Context: an optimization exercise on an open-source flow, tuned for small area. The choices shown serve that exercise and are no tape-out recipe.
Function was checked by simulation only, so behaviour that the tests miss may differ from the original.
No activity file was given, so power comes from the tool's default toggle rates.

--- flow/config.mk ---
export PLATFORM = sky130hd
export DESIGN_NAME = processor
export DESIGN_NICKNAME = processor
export VERILOG_FILES = /design/flow/design.v
export SDC_FILE = /design/flow/constraint.sdc
export NUM_CORES = 4
export LEC_CHECK = 0
export CAP_MARGIN = 20
export CORE_MARGIN = 2
export CORE_UTILIZATION = 70
export PLACE_DENSITY = 0.75
export SLEW_MARGIN = 20
--- flow/constraint.sdc ---
create_clock -name core_clock -period 10.0 [get_ports {clock}]
set_input_delay 2.0000 -clock core_clock [delete_from_list [all_inputs] [get_ports {clock}]]
set_output_delay 2.0000 -clock core_clock [all_outputs]
set_load 0.01 [all_outputs]
--- flow/design.v ---
`default_nettype none
package cpu_pkg;
    localparam int WORD_W = 32;
    localparam int REG_W  = 5;
    localparam int OP_W   = 5;
    typedef logic [WORD_W-1:0] word_t;     
    typedef logic [WORD_W-1:0] insn_t;
    typedef logic [REG_W-1:0]  reg_idx_t;
    typedef logic [OP_W-1:0]   opcode_t;
    typedef logic [OP_W-1:0]   alu_op_t;
    typedef enum logic [1:0] {FWD_RF, FWD_MEM, FWD_WB} fwd_sel_t;
    localparam opcode_t OP_RTYPE = 5'd0;
    localparam opcode_t OP_J     = 5'd1;
    localparam opcode_t OP_BNE   = 5'd2;
    localparam opcode_t OP_JAL   = 5'd3;
    localparam opcode_t OP_JR    = 5'd4;
    localparam opcode_t OP_ADDI  = 5'd5;
    localparam opcode_t OP_BLT   = 5'd6;
    localparam opcode_t OP_SW    = 5'd7;
    localparam opcode_t OP_LW    = 5'd8;
    localparam alu_op_t ALU_ADD = 5'd0;
    localparam alu_op_t ALU_SUB = 5'd1;
    localparam alu_op_t ALU_AND = 5'd2;
    localparam alu_op_t ALU_OR  = 5'd3;
    localparam alu_op_t ALU_SLL = 5'd4;
    localparam alu_op_t ALU_SRA = 5'd5;
    localparam int OPC_HI   = 31;
    localparam int OPC_LO   = 27;
    localparam int RD_HI    = 26;
    localparam int RD_LO    = 22;
    localparam int RS_HI    = 21;
    localparam int RS_LO    = 17;
    localparam int RT_HI    = 16;
    localparam int RT_LO    = 12;
    localparam int SHAMT_HI = 11;
    localparam int SHAMT_LO = 7;
    localparam int FUNC_HI  = 6;
    localparam int FUNC_LO  = 2;
    localparam int IMM_HI   = 16;    
    localparam int IMM_LO   = 0;
    localparam int TGT_HI   = 26;    
    localparam int TGT_LO   = 0;
    localparam reg_idx_t LINK_REG = 5'd31;    
    localparam insn_t    NOP_INSN = '0;       
endpackage
`default_nettype wire
`timescale 1ns/1ns
`default_nettype none
module processor (
    input  logic        clock,
    input  logic        rst_n,
    output logic [31:0] address_imem,
    input  logic [31:0] q_imem,
    output logic [31:0] address_dmem,
    output logic [31:0] data,
    output logic        wren,
    input  logic [31:0] q_dmem,
    output logic        ctrl_writeEnable,
    output logic [4:0]  ctrl_writeReg,
    output logic [4:0]  ctrl_readRegA,
    output logic [4:0]  ctrl_readRegB,
    output logic [31:0] data_writeReg,
    input  logic [31:0] data_readRegA,
    input  logic [31:0] data_readRegB
);
    localparam logic [2:0] S_F = 3'd0, S_E1 = 3'd1, S_E2 = 3'd2, S_M = 3'd3, S_P = 3'd4;
    logic [31:0] pc;      
    logic [31:0] x;       
    logic [31:0] y;       
    logic [4:0]  ra;      
    logic [2:0]  st;
    logic        we_r;
    logic        wren_r;
    logic        taken_r;
    logic [4:0]  op, rd, rs, rt, sh, fn;
    assign op = q_imem[31:27];
    assign rd = q_imem[26:22];
    assign rs = q_imem[21:17];
    assign rt = q_imem[16:12];
    assign sh = q_imem[11:7];
    assign fn = q_imem[6:2];
    logic is_r, is_j, is_bne, is_jal, is_jr, is_addi, is_blt, is_sw, is_lw;
    assign is_r    = (op == 5'd0);
    assign is_j    = (op == 5'd1);
    assign is_bne  = (op == 5'd2);
    assign is_jal  = (op == 5'd3);
    assign is_jr   = (op == 5'd4);
    assign is_addi = (op == 5'd5);
    assign is_blt  = (op == 5'd6);
    assign is_sw   = (op == 5'd7);
    assign is_lw   = (op == 5'd8);
    logic [31:0] imm, tgt;
    assign imm = {{15{q_imem[16]}}, q_imem[16:0]};
    assign tgt = {{5{q_imem[26]}}, q_imem[26:0]};
    logic [31:0] port;
    assign port = data_readRegA;
    logic [31:0] op1, op2, sum;
    logic        cin;
    always_comb begin
        op1 = pc;
        op2 = 32'd0;
        cin = 1'b1;
        if (st == S_P) begin
            if (is_j || is_jal) begin
                op1 = 32'd0;
                op2 = tgt;
                cin = 1'b0;
            end else if (is_jr) begin
                op1 = y;
                cin = 1'b0;
            end else if (taken_r) begin
                op2 = imm;
            end
        end else if (!is_jal) begin
            op1 = y;
            if (is_r && fn == 5'd0) begin
                op2 = port;
                cin = 1'b0;
            end else if (is_r || is_bne || is_blt) begin
                op2 = ~port;
            end else begin
                op2 = imm;
                cin = 1'b0;
            end
        end
    end
    assign sum = op1 + op2 + {31'd0, cin};
    logic eq, lt, taken;
    assign eq    = (sum == 32'd0);
    assign lt    = (y[31] ^ port[31]) ? y[31] : sum[31];    
    assign taken = (is_bne && !eq) || (is_blt && !lt && !eq);
    logic [31:0] alu;
    always_comb begin
        alu = sum;
        if (is_r) begin
            case (fn)
                5'd0, 5'd1: alu = sum;
                5'd2: alu = y & port;
                5'd3: alu = y | port;
                5'd4: alu = y << sh;
                5'd5: alu = $signed(y) >>> sh;
                default: alu = 32'd0;
            endcase
        end
    end
    logic writes;
    assign writes = (is_r || is_addi || is_lw || is_jal) && ((rd != 5'd0) || is_jal);
    always_ff @(posedge clock) begin
        x <= (st == S_M) ? q_dmem : alu;
        y <= port;
        case (st)
            S_F:     ra <= rs;
            S_E1:    ra <= is_r ? rt : rd;
            default: ra <= is_jal ? 5'd31 : rd;
        endcase
        taken_r <= taken;
    end
    always_ff @(posedge clock) begin
        if (!rst_n) begin
            st     <= S_F;
            pc     <= 32'd0;
            we_r   <= 1'b0;
            wren_r <= 1'b0;
        end else begin
            we_r   <= 1'b0;
            wren_r <= 1'b0;
            case (st)
                S_F:  st <= S_E1;
                S_E1: st <= S_E2;
                S_E2: begin
                    st     <= is_lw ? S_M : S_P;
                    we_r   <= writes && !is_lw;
                    wren_r <= is_sw;
                end
                S_M: begin
                    st   <= S_P;
                    we_r <= writes;
                end
                default: begin
                    st <= S_F;
                    pc <= sum;
                end
            endcase
        end
    end
    assign address_imem     = pc;
    assign address_dmem     = x;
    assign data             = y;
    assign wren             = wren_r;
    assign ctrl_writeEnable = we_r;
    assign ctrl_writeReg    = ra;
    assign data_writeReg    = x;
    assign ctrl_readRegA    = ra;
    assign ctrl_readRegB    = ra;
endmodule
`default_nettype wire
--- flow/flow/run.sh ---
#!/bin/bash
# Standard ORFS layout, except that the port buffers use the smallest buffer cell.
set -euo pipefail
export BUFFER_PORTS_ARGS="-buffer_cell sky130_fd_sc_hd__buf_1"
bash standard.sh "BUFFER_PORTS_ARGS=$BUFFER_PORTS_ARGS" finish > layout.log 2>&1
--- flow/standard.sh ---
#!/bin/bash
# synth_recipe.tcl (not shown) runs the flow's synth.tcl, then flattens the netlist and writes it again
# the make line also repeats each setting of config.mk as NAME=value (left out here)
make -C /OpenROAD-flow-scripts/flow DESIGN_CONFIG=/design/flow/config.mk WORK_HOME=/design/flow/orfs CLKGATE_MAP_FILE= SYNTH_SCRIPT=/design/flow/synth_recipe.tcl "${@:-finish}"
==> summary.txt, run 1 <==
- The flow ran to the end and the layout has no timing, DRC or antenna violations.
- OpenSTA, run right after detailed placement, puts the worst setup slack at approximately 2700 ps.
* Sequential element share of the synthesized area: approximately a fifth
- In this run, synthesis produced a sequential element count of between 100 and 150.
- Count of hold buffers inserted by post-cts repair: 0
- Final Slew Violations: 0
- Input and output buffers added on the ports amount to about 240.
* Number of global-route vias before repair: 10900
- Measured on the finished design, the core utilization comes to between 70 and 80%.
- The number of antenna violations at the first check in global routing came to 1.
* Peak ir drop on the vdd network: approximately 0.000095 V
- The die covers between 15000 and 20000 um2.
* Total half-perimeter wirelength after legalization and detailed placement: roughly 31000 um
- In the layout the commonest cells are 238 x sky130_fd_sc_hd__buf_1, 176 x sky130_fd_sc_hd__nor2_1, 145 x sky130_fd_sc_hd__a21oi_1.
* Maximum Capacitance Violations: 0
* Cell taking the most area after synthesis: sky130_fd_sc_hd__dfxtp_1
* Number of buffers added for setup after CTS: 0
* Setup crit start kind: primary input
- Area inside the core boundary: between 15000 and 20000 um2
- Area growth from synthesis to layout: 8.23%
* WS Path Type: primary input to flop
- Initial core utilization: around 71%
* Post-synth ARST share: 0%
- Data arrival at the endpoint of the critical path: roughly 7500 ps
- Final sum of negative setup slack: 0 ps
- The most critical setup path has its startpoint at q_imem[4].
* Deepest clock path buffer count: 2
* Tmin final: between 7000 and 8000 ps
- Boundary pin count: between 200 and 300
- Tightest Pin Transition: roughly 1200 ps
- The first global-routing pass estimated between 60000 and 70000 um of wire.
* Violation count after the first detailed-routing iteration: roughly 2700
* Category of the worst setup path capture point: flop
- The synthesized design contains 0 enable-type register cells.
- TritonCTS built the clock tree.
- Dividing the detail-routed wire length by the instance count gives 24.8 um.
- Leakage Power: between 4 and 5 nW
* Top cells by area in the synthesized netlist: sky130_fd_sc_hd__dfxtp_1 20%, sky130_fd_sc_hd__mux4_2 9.8%, sky130_fd_sc_hd__mux2i_1 8.8%, sky130_fd_sc_hd__a21oi_1 6.7%, sky130_fd_sc_hd__nor2_1 6.1%
- At the end of routability-driven placement, the weighted congestion stood at 1.13.
- Global routing consumed, on the met1 layer, 66.5% of the routing resources.
* Maximum clock frequency: around 140 MHz
- Vertical extent of the die: 128 um
- Primary flip-flop cell chosen by synthesis mapping: sky130_fd_sc_hd__dfxtp_1
* Number of gates resized after cts: 0
- Fraction of final layout cells sized beyond drive strength 1: around 7.3%
- The tree is rooted in a sky130_fd_sc_hd__clkbuf_16.
- For this run, design rule violations remaining after detail routing come to 0.
- In the global route stage, overall resource usage came out at approximately half.
- The tightest min-delay check is of the flop to flop type.
* Clock Skews: 20.4 ps
* Horizontal die dimension: ~130 um
- In the finished design, the share of the clock period the worst path needs comes to between 70% and 80%.
* Relative max-transition margin: roughly a fifth
- After global routing the overflow that remains totals 0.
* Total clock sinks: about 110
- Layout net count: about 1700
* Synthesized area per cell: between 7 and 8 um2
- Post-Route WL: between 40000 and 50000 um
- Number of optimization iterations in the first detailed-route pass: 10
- The number of nets handed over by synthesis was approximately 1500.
* Grt met2 use: about 76%
- Fill cells in the final layout number between 1000 and 1500.
- In the routed layout, each cell is associated on average with a via count of roughly 7.3.
* Total power density per cell area: around 150 nW/um2
- The library cell used most frequently in the layout, excluding fill and tap cells, is sky130_fd_sc_hd__buf_1.
- Post-route antenna net violation count: 0
- For this run, the number of Yosys warnings is 1.
- Maximum fanout count along the critical path: 32
* Number of placement rows: 45
- Setup repair after global routing missed its margin: false
* Hold_sp: pc[2]
* Endpoints failing setup: 0
- Across all setup checks in the final design, the least slack found is between 2000 and 3000 ps.
- Clock buffers created by TritonCTS: 9
* DR vias: between 10000 and 15000
* Most utilized layer in the global route result: met2
* FF-to-FF Start: st[0]
* Met3 track demand over resource: about 11%
- Clk slew on worst S/H paths: about 70 ps
- The top cell type by area accounts for 19.9% of the synthesized area.
* Clock latency on the worst-skew pair: around 370 ps
- Post-synth design cell area: ~11000 um2
- CP Data Required Time: about 10000 ps
- Netlist cell types: 75
- Entering global routing, the biggest net connects between 60 and 70 pins.
- Mapped Cells: about 1400
- Count of endpoints failing hold in the final timing report: 0
- CTS HTree Levels: 3
==> flip-flops by register name, summed over array words and instances (netlist names) <==
register	cells
pc	32
x	32
y	32
ra	5
st	3
taken_r	1
we_r	1
wren_r	1
==> per-layer routing <==
layer	share of wire [%]	vias to the layer above	wire, um
li1	-	5353	-
met1	35	5573	14800
met2	42	1153	17900
met3	15	255	6160
met4	7.8	0	3270
met5	0	-	0
==> metrics by stage <==
| step | cell area, um2 | hold WS, ps | total power [mW] | instances |
|---|---|---|---|---|
| floorplan | 10800 | 550 | 1.13 | 1383 |
| global placement | 11400 | 511 | 1.31 | 1681 |
| detailed placement | 11400 | 521 | 1.33 | 1681 |
| CTS | 11700 | 537 | 1.71 | 1697 |
| global route | 11700 | 563 | 1.82 | 1697 |
| finish | 11700 | 535 | 1.75 | 1698 |
==> synth_stat cells (13+ instances only) <==
cell	count
sky130_fd_sc_hd__buf_4	42
sky130_fd_sc_hd__mux4_2	47
sky130_fd_sc_hd__xnor2_1	16
sky130_fd_sc_hd__a222oi_1	14
sky130_fd_sc_hd__maj3_1	31
sky130_fd_sc_hd__ha_1	32
sky130_fd_sc_hd__nand2_1	108
sky130_fd_sc_hd__inv_1	18
sky130_fd_sc_hd__a22oi_1	16
sky130_fd_sc_hd__a31oi_1	13
sky130_fd_sc_hd__nor2_1	176
sky130_fd_sc_hd__o22ai_1	13
sky130_fd_sc_hd__a22o_1	28
sky130_fd_sc_hd__dfxtp_1	107
sky130_fd_sc_hd__mux2i_1	95
sky130_fd_sc_hd__o211ai_1	16
sky130_fd_sc_hd__clkbuf_1	88
sky130_fd_sc_hd__a21oi_1	145
sky130_fd_sc_hd__nor3_1	26
sky130_fd_sc_hd__nand2b_1	16
sky130_fd_sc_hd__o21a_1	13
sky130_fd_sc_hd__o21ai_0	104
sky130_fd_sc_hd__nand3_1	15
sky130_fd_sc_hd__nor2b_1	31
==> area by class of cell <==
type	instances	area [um2]	share of cell area, %
clock buffer	10	239	2.05
timing repair buffer	261	1060	9.06
sequential	107	2140	18.4
antenna	1	2.50	0.0214
inverter	21	78.8	0.675
tap	188	235	2.01
multi-input combinational	1104	7850	67.2
clock inverter	6	70.1	0.600
==> path summary, 6_finish.rpt <==
check                  to  slack (ps)  depth (start not counted)
hold reg to reg     pc[2]         540                          1
setup / recovery  taken_r        2770                         22
setup reg to reg  taken_r        4400                         19
hold / removal      pc[2]         540                          1
==> kinds of logic (layout without fill, tap and decap cells) <==
family,after synthesis,count (layout),share of synthesized area [%]
simple gates,424,424,18.1
xor+xnor,28,28,2.27
flops,107,107,19.9
compound gates,440,440,26.1
fa+ha+maj,65,65,6.96
other cells,0,1,0
buf+inv,172,298,7.64
mux,147,147,19.1
==> power by group <==
part / leakage (nW) / total [mW] / switching [mW] / internal, mW
Sequential: 0.891 / 0.553 / 0.0606 / 0.492
Clock: 0.142 / 0.390 / 0.187 / 0.204
Combinational: 3.34 / 0.804 / 0.513 / 0.291
Total: 4.37 / 1.75 / 0.760 / 0.987
==> worst max-delay path, cell delays in order <==
cell                        delay, ps
sky130_fd_sc_hd__buf_1            180
sky130_fd_sc_hd__or4_1            690
sky130_fd_sc_hd__nor4_4           200
sky130_fd_sc_hd__nand2b_1         140
sky130_fd_sc_hd__buf_4            340
sky130_fd_sc_hd__nor2_1            70
sky130_fd_sc_hd__a21oi_1          130
sky130_fd_sc_hd__nor2_1            50
sky130_fd_sc_hd__a21oi_1          230
sky130_fd_sc_hd__fa_1             250
sky130_fd_sc_hd__inv_1             70
sky130_fd_sc_hd__fa_1             480
sky130_fd_sc_hd__a21o_1           260
sky130_fd_sc_hd__a221oi_1         420
sky130_fd_sc_hd__nand2b_1         250
sky130_fd_sc_hd__nor3_1            90
sky130_fd_sc_hd__a211o_1          370
sky130_fd_sc_hd__a211oi_1         260
sky130_fd_sc_hd__xor2_1           470
sky130_fd_sc_hd__nand4bb_1        190
sky130_fd_sc_hd__nor4_2           200
sky130_fd_sc_hd__a21oi_1          120
==> run 2: changes to the inputs <==
==> flow/run.sh (new file) <==
#!/bin/bash
# synth_recipe.tcl (not shown) runs the flow's synth.tcl, then flattens the netlist and writes it again
# the make line also repeats each setting of config.mk as NAME=value (left out here)
make -C /OpenROAD-flow-scripts/flow DESIGN_CONFIG=/design/flow/config.mk WORK_HOME=/design/flow/orfs CLKGATE_MAP_FILE= SYNTH_SCRIPT=/design/flow/synth_recipe.tcl finish
--- a/flow/config.mk
+++ b/flow/config.mk
@@ -7,6 +7,5 @@
 export LEC_CHECK = 0
 export CAP_MARGIN = 20
 export CORE_MARGIN = 2
-export CORE_UTILIZATION = 70
-export PLACE_DENSITY = 0.75
+export CORE_UTILIZATION = 40
 export SLEW_MARGIN = 20
removed: flow/flow/run.sh
removed: flow/standard.sh
==> summary.txt, run 2 <==
- The sum of net half-perimeters after detailed placement is 35600 um (+13%).
- The worst setup path is captured at a flop.
* Count of endpoints failing hold in the final timing report: 0 (unchanged)
- Remaining Overflow, GRT: 0 (unchanged)
* Vertical extent of the die: 168 um (+31%)
- End point of the critical path: taken_r
- CP startpoint: q_imem[4]
- Leading cell types in the layout, fill and taps excluded: 238 x sky130_fd_sc_hd__clkdlybuf4s50_1, 176 x sky130_fd_sc_hd__nor2_1, 145 x sky130_fd_sc_hd__a21oi_1
* Total number of yosys warnings: 1 (unchanged)
- From synthesis to final layout, the design area changed by 23.8%.
- Endpoints failing setup: 0 (unchanged)
- Cell types with the highest counts after synthesis: 176 x sky130_fd_sc_hd__nor2_1, 145 x sky130_fd_sc_hd__a21oi_1, 108 x sky130_fd_sc_hd__nand2_1
* Outcome: timing/DRC/antenna clean
* Top cells by area in the synthesized netlist: sky130_fd_sc_hd__dfxtp_1 20%, sky130_fd_sc_hd__mux4_2 9.8%, sky130_fd_sc_hd__mux2i_1 8.8%, sky130_fd_sc_hd__a21oi_1 6.7%, sky130_fd_sc_hd__nor2_1 6.1%
* Final RePlAce weighted congestion: 1.02 (-9.3%)
- Clock root buffer: sky130_fd_sc_hd__clkbuf_16
- The number of nets in the synthesized netlist is 1547 (unchanged).
- The share of the clock period used by the worst path was 78.7% (+6.5 points).
- Maximum number of pins on one net before global-route repair: 65 (unchanged)
- Post-detailed-route wirelength per cell: 25.1 um (+1.2%)
- The number of enable-type register cells in the synthesized netlist came to 0 (unchanged).
* Deepest clock path buffer count: 2 (unchanged)
- Post-Route WL: 46500 um (+10%)
- Commonest non-fill, non-tap cell in the layout: sky130_fd_sc_hd__clkdlybuf4s50_1
- The number of iterations in the first detailed-routing pass came to 8 (-2).
* WS Path Type: primary input to flop
- The worst reg-to-reg setup slack was 4490 ps (+90 ps).
* Metal-1 WL: 19700 um (+33%)
- The effective utilization at floorplan was 40.4% (-31 points).
- The timing-limited maximum frequency was 127 MHz (-8.2%).
* Number of placement rows: 60 (+33%)
- Count of hold buffers inserted by post-cts repair: 0 (unchanged)
* Tightest Pin Transition: 1040 ps (-169 ps)
- Antenna cells: 0 (-1)
- Biggest registers after layout: pc (32), x (32), y (32)
* Setup repair after global routing missed its margin: false
* GRT Util Overall: 31.9% (-18 points)
- Leakage Power: 5.02 nW (+15%)
- CTS HTree Levels: 3 (unchanged)
- # DRC: 0 (unchanged)
- Synthesized area per cell: 7.80 um2 (unchanged)
- The detailed-routed wire length on met2 is 20700 um (+16%).
- The power per cell area came to 144 nW/um2 (-3.7%).
* Max stage delay cell, worst path: sky130_fd_sc_hd__or4_1
- Tmin final: 7870 ps (+645 ps)
- Relative max-transition margin: 30.4% (+11 points)
- Routed signal wires occupy layers up through met4.
- Cell taking the most area after synthesis: sky130_fd_sc_hd__dfxtp_1
- Via density per instance: 6.31 (-13%)
- Maximum Capacitance Violations: 0 (unchanged)
- The buffer count from post-CTS setup fixing came to 0 (unchanged).
- Number of cells traversed by the worst register-to-register path: 20 (+1)
- The proportion of synthesized flip-flops having asynchronous set or reset was 0% (unchanged).
* Final sum of negative setup slack: 0 ps (unchanged)
- Netlist cell types: 75 (unchanged)
* FF-to-FF Start: st[0]
- Wire length of the first global-routing pass: 68700 um (+9.2%)
- Number of antenna violations at the first check in global routing: 0 (-1)
- The register clock-pin slew on the reported worst setup and hold paths came to 80 ps (about the same).
- Port bufs: 242 (unchanged)
- The top-area cell type share of the netlist area is 19.9% (unchanged).
* Post-synth design cell area: 10800 um2 (unchanged)
- CTS tree: built
- Cell with the most instances after synthesis: sky130_fd_sc_hd__nor2_1
- Clock latency on the worst-skew pair: 370 ps (about the same)
* Area inside the core boundary: 26700 um2 (+76%)
- Layout net count: 1671 (+0.18%)
- The number of pins exceeding their max-slew limit in the final report was 0 (unchanged).
* Fraction of final layout cells sized beyond drive strength 1: 7.54% (+0.25 points)
- Total clock sinks: 107 (unchanged)
- The worst setup path is launched from a primary input.
* Slowest Stage Delay on Critical Path: 720 ps (+30 ps)
- Cell family with most CP delay: simple AND/OR/NAND/NOR gates
* DR vias: 11700 (-5.2%)
- Post-route antenna net violation count: 0 (unchanged)
* Core utilization of the finished layout: 50.0% (-27 points)
- The number of global-route vias before repair came to 10900 (+0.15%).
- Primary flip-flop cell chosen by synthesis mapping: sky130_fd_sc_hd__dfxtp_1
- The portion of the post-synthesis area used by sequential elements came to 19.9% (unchanged).
* Violation count after the first detailed-routing iteration: 1432 (-46%)
- Series of cell instances along the critical path: clkdlybuf4s50_1 > or4_1 > nor4_4 > buf_4 > nand2b_1 > buf_4 > nor2_1 > a21oi_1 > nor2_1 > a21oi_1 > fa_1 > inv_1 > fa_1 > a21o_1 > a31o_1 > a221o_1 > xor2_1 > buf_4 > nor2_1 > nand4_1 > or4_1 > nand4bb_1 > nor4_2 > a21oi_1
* Clock Skews: 12.9 ps (-7.46 ps)
- Classification of the worst-slack hold path: flop to flop
- Critical R2R Capture: taken_r
- The width of the die was 168 um (+31%).
- The die area was 28300 um2 (+72%).
- The maximum fanout encountered on the critical timing path is 33 (+3.1%).
- Flops & latches, synth: 107 (unchanged)
* Met3 wire length: 4010 um (-35%)
- The worst path buffer plus inverter count is 5 (+2).
- The peak supply drop was 0.0000803 V (-15%).
- The synthesized instance count came to 1383 (unchanged).
- The arrival time reported for the critical path endpoint came to 8120 ps (+650 ps).
* Boundary pin count: 275 (unchanged)
* Clock buffers created by TritonCTS: 9 (unchanged)
- The depth of the critical timing path with buffers and inverters included is 24 (+9.1%).
* Number of gates resized after cts: 0 (unchanged)
- CP Data Required Time: 10240 ps (about the same)
## run 2: cell counts after synthesis
No cell type changed its count.
## run 2: final cells by class
type | count | area, um2
clock buffers | 9 | 225
clock inverters | 7 | 75.1
repair buffers | 264 | 2570
flip-flops and latches | 107 | 2140
inverters | 21 | 78.8
multi-input cells | 1104 | 7850
well taps | 341 | 427
fillers | 2628 | 13400
## run 2: logic make-up after synthesis
family	share of synthesized area, %
adders and majority gates	6.96
DFF	19.9
xor gates and xnor gates	2.27
muxes	19.1
AOI/OAI and AO/OA	26.1
and+or+nand+nor	18.1
buffers and inverters	7.64
## run 2: worst register-to-register path: cells and delay by family (launching register included)
family / cells / cell delay [ps]
buffers and inverters: 3 / 460
flip-flops: 1 / 470
AO/OA/AOI/OAI: 6 / 1430
AND/OR/NAND/NOR: 8 / 2170
XOR/XNOR: 1 / 180
adder cells (fa/ha/maj): 2 / 700
## run 2: worst min-delay path by stage
stage                 from  endpoint  depth (start not counted)
floorplan           pc[16]    pc[16]                          2
global placement     pc[3]     pc[3]                          2
detailed placement   pc[1]     pc[1]                          2
CTS                  pc[3]     pc[3]                          2
global route         pc[3]     pc[3]                          2
finish               pc[3]     pc[3]                          2
## run 2: metrics by stage
step	std cells	setup slack [ps]	power [mW]	hold slack (ps)	cell area (um2)
after floorplan	1383	3360	1.13	550	10800
after global placement	1836	1870	1.52	531	13100
after detailed placement	1836	1880	1.53	541	13100
after CTS	1852	2220	1.92	557	13400
after global routing	1853	1770	2.01	584	13400
final	1853	2130	1.92	552	13400
## run 2: metal layers
metal / vias to the layer above / GRT usage, %
met3: 97 / 5.20
met4: 0 / 12.7
li1: 5356 / -
met2: 683 / 50.3
met5: - / 0
met1: 5553 / 43.6
## run 2: power breakdown
group / internal, mW / switching [mW]
sequential: 0.492 / 0.0633
combinational: 0.462 / 0.516
clock: 0.197 / 0.193
total: 1.15 / 0.773

-- separate check: timing with driven ports --
The results above use ideal ports. As a check the final layouts listed here were re-extracted and re-timed, cells and wires unchanged.
Step 1: set_driving_cell puts a clkbuf_16 on clock and a buf_2 on each other input, an assumption about the parent block.
Step 2, shift: input delay + t, output delay - t, t = (earliest + latest rising clock arrival at the registers) / 2. This alone moves slack from input paths to output paths.
Slacks: ideal / step 1 / step 2; pairs: ideal / step 1.
run	t (ns)	setup slack, ns	hold WS [ns]	worst setup path at the end
run 1	0.412	2.774 / 2.800 / 2.388	0.535 / 0.535 / 0.535	input to register
run 2	0.406	2.129 / 2.145 / 1.739	0.552 / 0.552 / 0.552	input to register
After both steps setup and hold are still met in every run listed. For run 2, which loses most, drivers alone change the setup slack by +0.016 ns; drivers and shift together by -0.390 ns.
